This design comes from an exercise in tuning for small area and a short achievable clock period on the open sky130 flow, not from production work.
Function was checked by simulation only, so behaviour that the tests miss may differ from the original.

== red ==
// if_npc_btb
module if_npc_btb (
   input  logic        cpu_clk,
   input  logic        cpu_rstn,
   input  logic [31:0] pc,
   input  logic        if_valid,
   output logic        pred_taken,
   output logic [31:0] pred_target,
   output logic [31:0] npc,
   input  logic        ex_valid,
   input  logic [31:0] ex_pc,
   input  logic        ex_taken,
   input  logic [31:0] ex_target,
   input  logic        ex_pred_taken,
   input  logic [31:0] ex_pred_target,
   output logic        pred_error,
   output logic        jump_taken,
   output logic [31:0] mispred_cnt
);
   logic [15:0] r_valid;
   logic [1:0]  r_ctr    [16];
   logic [25:0] r_tag    [16];
   logic [29:0] r_target [16];
   logic [31:0] r_mispred_cnt;
   logic [15:0]      w_sel, w_ex_sel, w_tk;
   logic [16*26-1:0] w_tags;
   logic [16*30-1:0] w_tgt_in;
   logic [16*29-1:0] w_ex_in;
   always_comb begin
      for (int e = 0; e < 16; e++) begin
         w_sel[e]    = (pc[5:2] == 4'(e));
         w_ex_sel[e] = (ex_pc[5:2] == 4'(e));
         w_tk[e]     = r_valid[e] & r_ctr[e][1];
         w_tags[e*26 +: 26]   = r_tag[e];
         w_tgt_in[e*30 +: 30] = r_target[e];
         w_ex_in[e*29 +: 29]  = {r_valid[e], r_ctr[e], r_tag[e]};
      end
   end
   logic [3:0]  w_dlo, w_dhi;
   logic        w_en;
   logic [15:0] w_m1, w_m2;
   logic [3:0]  w_ptn;
   logic        w_pt;
   btb_dec2 u_dlo (.a(pc[3:2]), .y(w_dlo));
   btb_dec2 u_dhi (.a(pc[5:4]), .y(w_dhi));
   assign w_en = cpu_rstn & if_valid;
   for (genvar e = 0; e < 16; e++) begin : g_match
      btb_match u_match (.a(r_tag[e]), .b(pc[31:6]), .tk(w_tk[e]), .lo(w_dlo[e%4]),
                         .hi(w_dhi[e/4]), .en(w_en), .m1(w_m1[e]), .m2(w_m2[e]));
   end
   btb_hitor u_pt0 (.m1(w_m1), .m2(w_m2), .ptn(w_ptn[0]), .pt(w_pt));
   btb_hitor u_pt1 (.m1(w_m1), .m2(w_m2), .ptn(w_ptn[1]), .pt());
   btb_hitor u_pt2 (.m1(w_m1), .m2(w_m2), .ptn(w_ptn[2]), .pt());
   btb_hitor u_pt3 (.m1(w_m1), .m2(w_m2), .ptn(w_ptn[3]), .pt());
   assign pred_taken = w_pt;
   logic [29:0] w_rd_target_n;
   btb_rdmux #(30) u_pc_rd (.sel(w_sel), .d(w_tgt_in), .qn(w_rd_target_n));
   logic [31:0] w_pc_plus4, w_tgt, w_redir, w_npc_t, w_npc_n;
   assign w_pc_plus4 = pc + 32'd4;
   assign w_tgt      = {~w_rd_target_n, 2'b00};
   assign pred_error = cpu_rstn & ex_valid &
  ...
Size: roughly 2900 cells after synthesis, ~44000 um2 of cells after synthesis.
export LEC_CHECK = 0
export CAP_MARGIN = 20
export CORE_MARGIN = 2
export CORE_UTILIZATION = 40
export SETUP_SLACK_MARGIN = 2.5
export SLEW_MARGIN = 20
export SYNTH_HIERARCHICAL = 1
export BUFFER_PORTS_ARGS = -buffer_cell sky130_fd_sc_hd__buf_1
export CTS_ARGS = -sink_clustering_enable -repair_clock_nets -dont_use_dummy_load -sink_clustering_size 16 -sink_clustering_max_diameter 100 -buf_list {sky130_fd_sc_hd__clkbuf_8}
create_clock -name core_clock -period 6.5 [get_ports {cpu_clk}]
standard.sh (not shown) runs the stock make flow with config.mk's settings and CLKGATE_MAP_FILE= SYNTH_SCRIPT=/design/flow/synth_recipe.tcl, a recipe that flattens the netlist after the stock synthesis.
==> flow/flow/run.sh <==
#!/bin/bash
# Standard synthesis and layout (standard.sh), with the extra ORFS settings
# in flow/extra.mk (port buffer cell, clock tree options).
set -uo pipefail
cat flow/extra.mk >> config.mk
bash standard.sh > flow_standard.log 2>&1
==> flow/flow/extra.mk <==
export BUFFER_PORTS_ARGS = -buffer_cell sky130_fd_sc_hd__buf_1
export CTS_ARGS = -sink_clustering_enable -repair_clock_nets -dont_use_dummy_load -sink_clustering_size 16 -sink_clustering_max_diameter 100 -buf_list {sky130_fd_sc_hd__clkbuf_8}
red finished every step from synthesis to the final layout, and the layout passed the timing, design-rule and antenna checks.
Input-level comparison between blue and red:
- IO_CONSTRAINTS: unset -> /design/flow/flow/io.tcl
- TNS_END_PERCENT: unset -> 0
- SETUP_SLACK_MARGIN: 2.5 -> 2.2
- CORE_ASPECT_RATIO: unset -> 0.5
- CTS_ARGS: -sink_clustering_enable -repair_clock_nets -dont_use_dummy_load -sink_clustering_size 16 -sink_clustering_max_diameter 100 -buf_list {sky130_fd_sc_hd__clkbuf_8} -> -sink_clustering_enable -repair_clock_nets -dont_use_dummy_load -sink_clustering_size 24 -sink_clustering_max_diameter 120 -buf_list {sky130_fd_sc_hd__clkbuf_16}
==> flow/flow/run.sh <==
#!/bin/bash
# Standard synthesis and layout (standard.sh), with the extra ORFS settings
# in flow/extra.mk (port buffer cell, clock tree options) and the pin
# placement constraints in flow/io.tcl.
set -uo pipefail
cat flow/extra.mk >> config.mk
echo "export IO_CONSTRAINTS = $PWD/flow/io.tcl" >> config.mk
bash standard.sh > flow_standard.log 2>&1
==> flow/flow/extra.mk <==
export BUFFER_PORTS_ARGS = -buffer_cell sky130_fd_sc_hd__buf_1
export CTS_ARGS = -sink_clustering_enable -repair_clock_nets -dont_use_dummy_load -sink_clustering_size 24 -sink_clustering_max_diameter 120 -buf_list {sky130_fd_sc_hd__clkbuf_16}
==> flow/flow/io.tcl (new file) <==
# All signal pins on the bottom edge.
set_io_pin_constraint -pin_names [all_inputs] -region bottom:*
set_io_pin_constraint -pin_names [all_outputs] -region bottom:*
==> comparison <==
Delta (blue minus red): first-iteration DRC count has decreased; met1 routing resource usage after global routing grew by 2.0 points; worst setup slack now sits higher; ratio of final minimum period to clock period shows a reduction of 1.3 points; count of placed standard cells in the final layout, fillers left out lost 2.7%.
Final critical delay including setup and external delays | blue below red
A startpoint of the most critical setup path of ex_target[29] is what red shows, while ex_pred_taken belongs to blue.
Against red, blue comes in 122 lower on non-clock buffer count.
| die area | blue vs red | ≈ equal |
The run showing the greater timing-limited maximum frequency is blue.
Here is what was changed in the inputs of green compared with blue.
- IO_CONSTRAINTS: /design/flow/flow/io.tcl -> unset
- SETUP_SLACK_MARGIN: 2.2 -> 1.8
- TNS_END_PERCENT: 0 -> unset
- CORE_ASPECT_RATIO: 0.5 -> unset
- CTS_ARGS: -sink_clustering_enable -repair_clock_nets -dont_use_dummy_load -sink_clustering_size 24 -sink_clustering_max_diameter 120 -buf_list {sky130_fd_sc_hd__clkbuf_16} -> -sink_clustering_enable -repair_clock_nets -dont_use_dummy_load -sink_clustering_size 16 -sink_clustering_max_diameter 100 -buf_list {sky130_fd_sc_hd__clkbuf_8}
==> flow/flow/run.sh <==
#!/bin/bash
# Standard synthesis and layout (standard.sh), with the extra ORFS settings
# in flow/extra.mk (port buffer cell, clock tree options).
set -uo pipefail
cat flow/extra.mk >> config.mk
bash standard.sh > flow_standard.log 2>&1
==> flow/flow/extra.mk <==
export BUFFER_PORTS_ARGS = -buffer_cell sky130_fd_sc_hd__buf_1
export CTS_ARGS = -sink_clustering_enable -repair_clock_nets -dont_use_dummy_load -sink_clustering_size 16 -sink_clustering_max_diameter 100 -buf_list {sky130_fd_sc_hd__clkbuf_8}
removed: flow/flow/io.tcl
## What came out
- green: PASS, flow complete, no timing, DRC or antenna violations
- Sort blue and green by buffer count excluding the clock tree in the final layout, ascending, and blue comes first.
- Global-route wire length before repair (green over blue): increase, 9.4 mm
- Against blue, green comes in 3.3 points higher on global routing met2 resource utilization.
- Looking at wire length across blue and green, the one that comes out higher is green.

-- what the ideal ports hide --
No port has a modelled driver above. Below, the same layouts with a new extraction and two added sets of constraints.
Step 1, drivers: a clkbuf_16 drives cpu_clk and a buf_2 each remaining input, both assumed.
Step 2 also shifts input and output timing later by t, the mid clock arrival at the registers, as if the neighbouring blocks saw the same clock.
Slacks: no drivers / after step 1 / after step 2; pairs: no drivers / after step 1.
run	t (ns)	setup slack, ns	hold WS [ns]	worst setup path after step 2	worst register clock-pin slew, ns
red	0.791	1.261 / 1.224 / 1.224	0.474 / 0.474 / 0.474	input to output	0.12 / 0.12
blue	0.713	1.347 / 1.292 / 0.761	0.492 / 0.492 / 0.492	input to register	0.11 / 0.11
green	0.795	1.310 / 1.255 / 0.971	0.464 / 0.464 / 0.464	input to register	0.12 / 0.12
After both steps setup and hold are still met in every run listed. For blue, which loses most, drivers alone change the setup slack by -0.055 ns; drivers and shift together by -0.586 ns.
